Background: an optimization exercise with open tools, aiming at a short achievable clock period. Do not read the settings as production practice. No functional check of the RTL was part of this run. No activity file was given, so power comes from the tool's default toggle rates.

==> flow/design.v <==
module imem_loader #(
  parameter int unsigned        DATA_W    = 32,
  parameter int unsigned        DEPTH     = 64,
  parameter logic [DATA_W-1:0]  HALT_WORD = DATA_W'(32'h0000007F),
  localparam int unsigned       CNT_W     = $clog2(DEPTH) + 1
) (
  input  logic              clk,
  input  logic              rst_n,
  input  logic              ld_start,
  input  logic              ld_valid,
  input  logic [DATA_W-1:0] ld_data,
  input  logic              ld_last,
  output logic              ld_ready,
  input  logic              req,
  input  logic [31:0]       pc,
  output logic              rsp_valid,
  output logic [DATA_W-1:0] inst,
  output logic              fault,
  output logic [1:0]        fault_cause,
  output logic              mem_ready,
  output logic [CNT_W-1:0]  loaded_cnt,
  output logic              ovf
);
  localparam int unsigned AW     = $clog2(DEPTH);
  localparam int unsigned SEL_LO = 3;                  
  localparam int unsigned NLO    = 1 << SEL_LO;        
  localparam int unsigned NGRP   = DEPTH / NLO;        
  logic               st_load_q, st_ready_q;           
  logic               st_load_d, st_ready_d;
  logic [CNT_W-1:0]   ptr_q, ptr_d;
  logic               ovf_q, ovf_d;
  logic               rdy_out_q, rdy_out_d;            
  logic               full;
  logic               wr_ok;                           
  logic [DATA_W-1:0]  mem [DEPTH];
  always_comb begin
    full       = ptr_q[AW];
    st_load_d  = st_load_q;
    st_ready_d = st_ready_q;
    ptr_d      = ptr_q;
    ovf_d      = ovf_q;
    wr_ok      = 1'b0;
    if (ld_start) begin
      st_load_d  = 1'b1;
      st_ready_d = 1'b0;
      ptr_d      = '0;
      ovf_d      = 1'b0;
    end else if (st_load_q && ld_valid) begin
      if (!full) begin
        wr_ok = 1'b1;
        ptr_d = ptr_q + 1'b1;
      end else begin
        ovf_d = 1'b1;
      end
      if (ld_last) begin
        st_load_d  = 1'b0;
        st_ready_d = 1'b1;
      end
    end
    rdy_out_d = st_load_d && !ptr_d[AW];
  end
  always_ff @(posedge clk or negedge rst_n) begin
    if (!rst_n) begin
      st_load_q  <= 1'b0;
      st_ready_q <= 1'b0;
      ptr_q      <= '0;
      ovf_q      <= 1'b0;
      rdy_out_q  <= 1'b0;
    end else begin
      st_load_q  <= st_load_d;
      st_ready_q <= st_ready_d;
      ptr_q      <= ptr_d;
      ovf_q      <= ovf_d;
      rdy_out_q  <= rdy_out_d;
    end
  end
  logic               wr_cond;
  assign wr_cond = st_load_q && ld_valid && !ld_start;
  for (genvar i = 0; i < DEPTH; i++) begin : g_word
    logic sel_w;
    assign sel_w = (ptr_q == CNT_W'(i));
    always_ff @(posedge clk) begin
      if (wr_cond && sel_w) begin
        mem[i] <= ld_data;
      end
    end
  end
  logic [29:0]        idx;
  logic               in_range;
  logic               is_loaded;
  logic [1:0]         cause;
  logic               good;
  always_comb begin
    idx       = pc[31:2];
    in_range  = (idx < 30'(DEPTH));
    is_loaded = (idx < {{(30 - CNT_W){1'b0}}, ptr_q});
    cause     = 2'b00;
    if (pc[1:0] != 2'b00) begin
      cause = 2'b01;
    end else if (!in_range) begin
      cause = 2'b10;
    end else if (!st_ready_q || !is_loaded) begin
      cause = 2'b11;
    end
    good = (cause == 2'b00);
  end
  logic [DATA_W-1:0]  part_d [NGRP];
  always_comb begin
    for (int g = 0; g < NGRP; g++) begin
      part_d[g] = '0;
      for (int k = 0; k < NLO; k++) begin
        if (idx[SEL_LO-1:0] == SEL_LO'(k)) part_d[g] = part_d[g] | mem[g*NLO + k];
      end
    end
  end
  logic [NGRP-1:0]    gsel_d;
  always_comb begin
    for (int g = 0; g < NGRP; g++) begin
      gsel_d[g] = req && good && (idx[AW-1:SEL_LO] == (AW-SEL_LO)'(g));
    end
  end
  logic               rsp_valid_q;
  logic [NGRP-1:0]    gsel_q;
  logic               halt_q;
  logic               hold_q;
  logic [DATA_W-1:0]  part_q [NGRP];
  logic [DATA_W-1:0]  inst_hold_q;
  logic               fault_q;
  logic [1:0]         cause_q;
  always_ff @(posedge clk or negedge rst_n) begin
    if (!rst_n) begin
      rsp_valid_q <= 1'b0;
      gsel_q      <= '0;
      halt_q      <= 1'b0;
      hold_q      <= 1'b0;
      fault_q     <= 1'b0;
      cause_q     <= 2'b00;
    end else begin
      rsp_valid_q <= req;
      gsel_q      <= gsel_d;
      halt_q      <= req && !good;
      hold_q      <= !req;
      if (req) begin
        fault_q <= !good;
        cause_q <= cause;
      end
    end
  end
  always_ff @(posedge clk) begin
    for (int g = 0; g < NGRP; g++) part_q[g] <= part_d[g];
    inst_hold_q <= inst;
  end
  always_comb begin
    inst = hold_q ? inst_hold_q : '0;
    if (halt_q) inst = inst | HALT_WORD;
    for (int g = 0; g < NGRP; g++) begin
      if (gsel_q[g]) inst = inst | part_q[g];
    end
  end
  assign rsp_valid   = rsp_valid_q;
  assign fault       = fault_q;
  assign fault_cause = cause_q;
  assign mem_ready   = st_ready_q;
  assign loaded_cnt  = ptr_q;
  assign ld_ready    = rdy_out_q;
  assign ovf         = ovf_q;
endmodule
==> flow/run.sh <==
#!/bin/bash
# synth_recipe.tcl (not shown) runs the flow's synth.tcl, then flattens the netlist and writes it again
# the make line also repeats each setting of config.mk as NAME=value (left out here)
make -C /OpenROAD-flow-scripts/flow DESIGN_CONFIG=/design/flow/config.mk WORK_HOME=/design/flow/orfs CLKGATE_MAP_FILE= SYNTH_SCRIPT=/design/flow/synth_recipe.tcl finish
==> flow/config.mk <==
export PLATFORM = sky130hd
export DESIGN_NAME = imem_loader
export DESIGN_NICKNAME = imem_loader
export VERILOG_FILES = /design/flow/design.v
export SDC_FILE = /design/flow/constraint.sdc
export NUM_CORES = 4
export LEC_CHECK = 0
export ABC_CLOCK_PERIOD_IN_PS = 2200
export CAP_MARGIN = 20
export CORE_MARGIN = 2
export CORE_UTILIZATION = 35
export SETUP_SLACK_MARGIN = 0.8
export SLEW_MARGIN = 20
==> flow/constraint.sdc <==
create_clock -name core_clock -period 3.0 [get_ports {clk}]
set_input_delay 0.6000 -clock core_clock [delete_from_list [all_inputs] [get_ports {clk}]]
set_output_delay 0.6000 -clock core_clock [all_outputs]
set_load 0.01 [all_outputs]
==> run summary <==
## power breakdown
group	internal (mW)	leakage, nW	switching, mW
Combinational	1.21	9.53	2.34
Sequential	36.0	21.1	0.347
Clock	16.7	3.76	12.4
Total	54.0	34.4	15.1
## per-layer routing
metal	share of wire [%]	up-vias
met4	3.2	0
met5	0	-
met1	43	24690
met3	8.6	351
li1	-	20030
met2	45	2245
## placed cells by master, fill, tap and decap left out, types with 23 or more instances in the layout
cell type / count
a221o_1: 217
a221oi_1: 218
edfxtp_1: 2048
nand2_1: 58
clkinv_1: 31
clkdlybuf4s50_1: 34
mux2_4: 61
a2bb2oi_1: 217
o211ai_1: 39
nor2_4: 65
clkbuf_8: 23
a21oi_1: 228
buf_12: 161
a22oi_1: 106
buf_2: 32
buf_6: 64
mux2_2: 175
a222oi_1: 25
buf_4: 198
clkbuf_16: 231
bufinv_16: 24
clkinv_2: 41
clkbuf_1: 47
o2bb2ai_1: 40
dfxtp_1: 288
mux2i_1: 257
## cell families (layout without fill, tap and decap cells)
kind of cell	Yosys count	in the layout
flops	2361	2361
compound gates	1177	1177
mux	513	513
buf+inv	331	944
simple gates	218	218
fa+ha+maj	10	10
xor+xnor	4	4
other cells	0	8
## area by class of cell
cell class,instances,share of cell area (%)
multi-input cells,1922,17.10
diodes,8,0.01931
clock inverters,122,1.427
clock buffers,300,6.012
repair buffers,513,6.031
flip-flops and latches,2361,65.52
inverters,9,0.03259
well taps,3202,3.865
## timing repair
action / CTS / global route
hold buffers: 0 / 0
setup endpoints to repair: 341 / 342
cloned: 1 / 2
pin swaps: 31 / 25
gates resized for setup: 315 / 33
buffers inserted: 27 / 17
## final timing paths
kind,from,slack [ps],endpoint,depth (start not counted)
worst min-delay path,ld_data[24],40,mem[42][24]$_DFFE_PP_,1
worst max-delay path,gsel_q[1]$_DFF_PN0_,-110,inst[10],6
max in group asynchronous,rst_n,2610,hold_q$_DFF_PN0_,2
worst max register to register,ptr_q[1]$_DFFE_PN0P_,890,mem[37][5]$_DFFE_PP_,7
min in group asynchronous,rst_n,110,fault_q$_DFFE_PN0P_,2
worst min register to register,mem[49][3]$_DFFE_PP_,450,part_q[6][3]$_DFF_P_,1
## sequential cells by signal, indices dropped and copies added (netlist names)
name,flops
mem,2048
part_q,256
inst_hold_q,32
gsel_q,8
ptr_q,7
cause_q,2
fault_q,1
halt_q,1
hold_q,1
ovf_q,1
rdy_out_q,1
rsp_valid_q,1
st_load_q,1
st_ready_q,1
## stage by stage
step	cell area (µm²)	instances	TNS, ps	util (%)	hold WS [ps]
final	103700	8437	-1559	42.54	37.13
after global routing	103600	8430	-2648	42.53	39.27
after CTS	103300	8410	-1986	42.38	19.72
after detailed placement	94360	7960	-126.4	38.72	455.3
after global placement	94360	7960	-1163	38.72	451.4
after floorplan	86100	4614	0	-	304.4
## critical path: cells and delay by family (launching register included)
kind	cells	cell delay, ps
buffers and inverters	3	530
and+or+nand+nor	1	140
AOI/OAI and AO/OA	2	510
DFF	1	400
==> impl_metrics.yaml <==
run_status:
  status: "failed layout checks"
  failed_checks: "antenna violations, negative setup slack"
placed_design:
  dp_slack_ps: -5.766
  place_hpwl_um: 150500
  place_congestion: 0.9391
  io_buffers: 115
logic_synthesis:
  ys.flop_type: "edfxtp_1"
  synth.top_cell.area_share_pct: 71.57
  syn_avg_cell_area_um2: 18.62
  synth-seq-area-share_pct: 79.01
  synth.most_common_cell: "edfxtp_1"
  synth.area.top_cells: "edfxtp_1 (72%), dfxtp_1 (6.7%), mux2i_1 (3.0%)"
  ys_ff_latch: 2361
  ys_async_sr_fraction_pct: 1.059
  synth_compound_area_share_pct: 11.14
  syn_nets: 4694
  yosys.area_share.simple_pct: 1.162
  synth_top_family_by_area: "compound AO/OA/AOI/OAI gates"
  synthCells: 4614
  synthMuxAreaShare_pct: 6.615
  synth_fa_ha_area_share_pct: 0.1456
  synth_cell_types: 54
  synth_enable_flop_cells: 2048
  ys.warnings.count: 4
  netlist_area_um2: 85920
  synth_common_cells: "edfxtp_1 (2048), dfxtp_1 (288), mux2i_1 (257), a221oi_1 (247), a21oi_1 (228)"
  yosys.area_share.xor_xnor_pct: 0.04077
  synth.largest_area_cell: "edfxtp_1"
drt:
  viasPerCell: 5.608
  route.detailed.drc: 0
  firstDrtPassIters: 7
  wl_per_cell_um: 29.45
  drtIter0Drc: 6802
  wl_um: 248400
  antenna_left: 1
  vias: 47310
finish:
  syn_to_final_growth_pct: 20.63
  multi_input_area_um2: 17720
  layout-drive-gt1-share_pct: 23.44
  final_nets: 5112
  fill_cells: 21110
  layout.area.seq_um2: 67910
cts:
  max-clock-path-buffers: 3
  cts_tree: "done"
  insertion_delay_ps: 860
  cts_num_sinks: 2361
  cts_buffers: 225
  clk_pin_slew_ps: 60
  cts_max_level: 4
  cts-root-buf: "clkbuf_16"
setup_path:
  cp_data_required_time_ps: 2400
  crit_path_max_incr_delay_ps: 400
  startpoint_type: "flip-flop"
  worstPathCellList: "buf_12 -> a22o_4 -> a221oi_2 -> buf_4 -> nand3_4 -> buf_6"
  endpoint_kind: "primary output"
  crit_fanout: 26
  arrival_ps: 2510
  cp_slowest_cell: "dfrtp_1"
  crit_type: "flip-flop to primary output"
global_routing:
  grt_pass1_vias: 45640
  grt_max_degree: 101
  top_usage_layer: "met2"
  gr-usage-met1_pct: 28.09
  grt-ovfl-total: 0
  grt_pass1_wl_um: 346300
  grt_use_met2_pct: 29.49
  grt_usage_pct: 19.34
  grt_use_met3_pct: 3.598
  antenna_found_initial: 8
timing:
  slew_violations: 0
  fmax_ghz: 0.3216
  rsz0062_at_grt: "true"
  fin_crit_ps: 3109
  finalHoldViolCount: 0
  clock_skew_ps: 38.55
  setup_viol_count_final: 29
  slew_headroom_pct: 31.06
  finalCritPeriodShare_pct: 103.6
  tightest_slew_ps: 1034
  layout_setup_ws_ps: -109.3
floorplanning:
  rows: 181
  initial_utilization_pct: 35.26
  dieArea_um2: 249500
  die_h_um: 499.5
  coreArea_um2: 243700
  fp.dieW_um: 499.5
  io_pins: 116
power:
  p_per_area_nw_per_um2: 666.3
  design_power_total_mw: 69.07
  leakage_nw: 34.42
  vdd_ir_drop_max_uv: 511.2
flow_run:
  drv_cap: 0
min_path:
  holdCritPathClass: "primary input to flip-flop"

-- re-timing with driven ports --
How much do the figures lean on ideal ports? The routed layout below was timed once more, with nothing changed but the port constraints. Step 1 assumes that a clkbuf_16 drives the clock port and a buf_2 every other input. Step 2 adds t to the input delays and takes it off the output delays; t is the mean of the earliest and latest rising clock arrival at the registers after step 1. Input paths then give back, and output paths get back, about the clock's delay inside the block. Three values: no drivers, after step 1, after step 2; two values: the first two.
t, ns: 0.938
slack for setup (ns): -0.109 / -0.200 / 0.062
hold WS [ns]: 0.037 / -0.031 / 0.451
latest minus earliest clock arrival (ns): 0.044 / 0.045
The setup slack of this run moves by -0.091 ns with the drivers and by +0.171 ns with both steps.
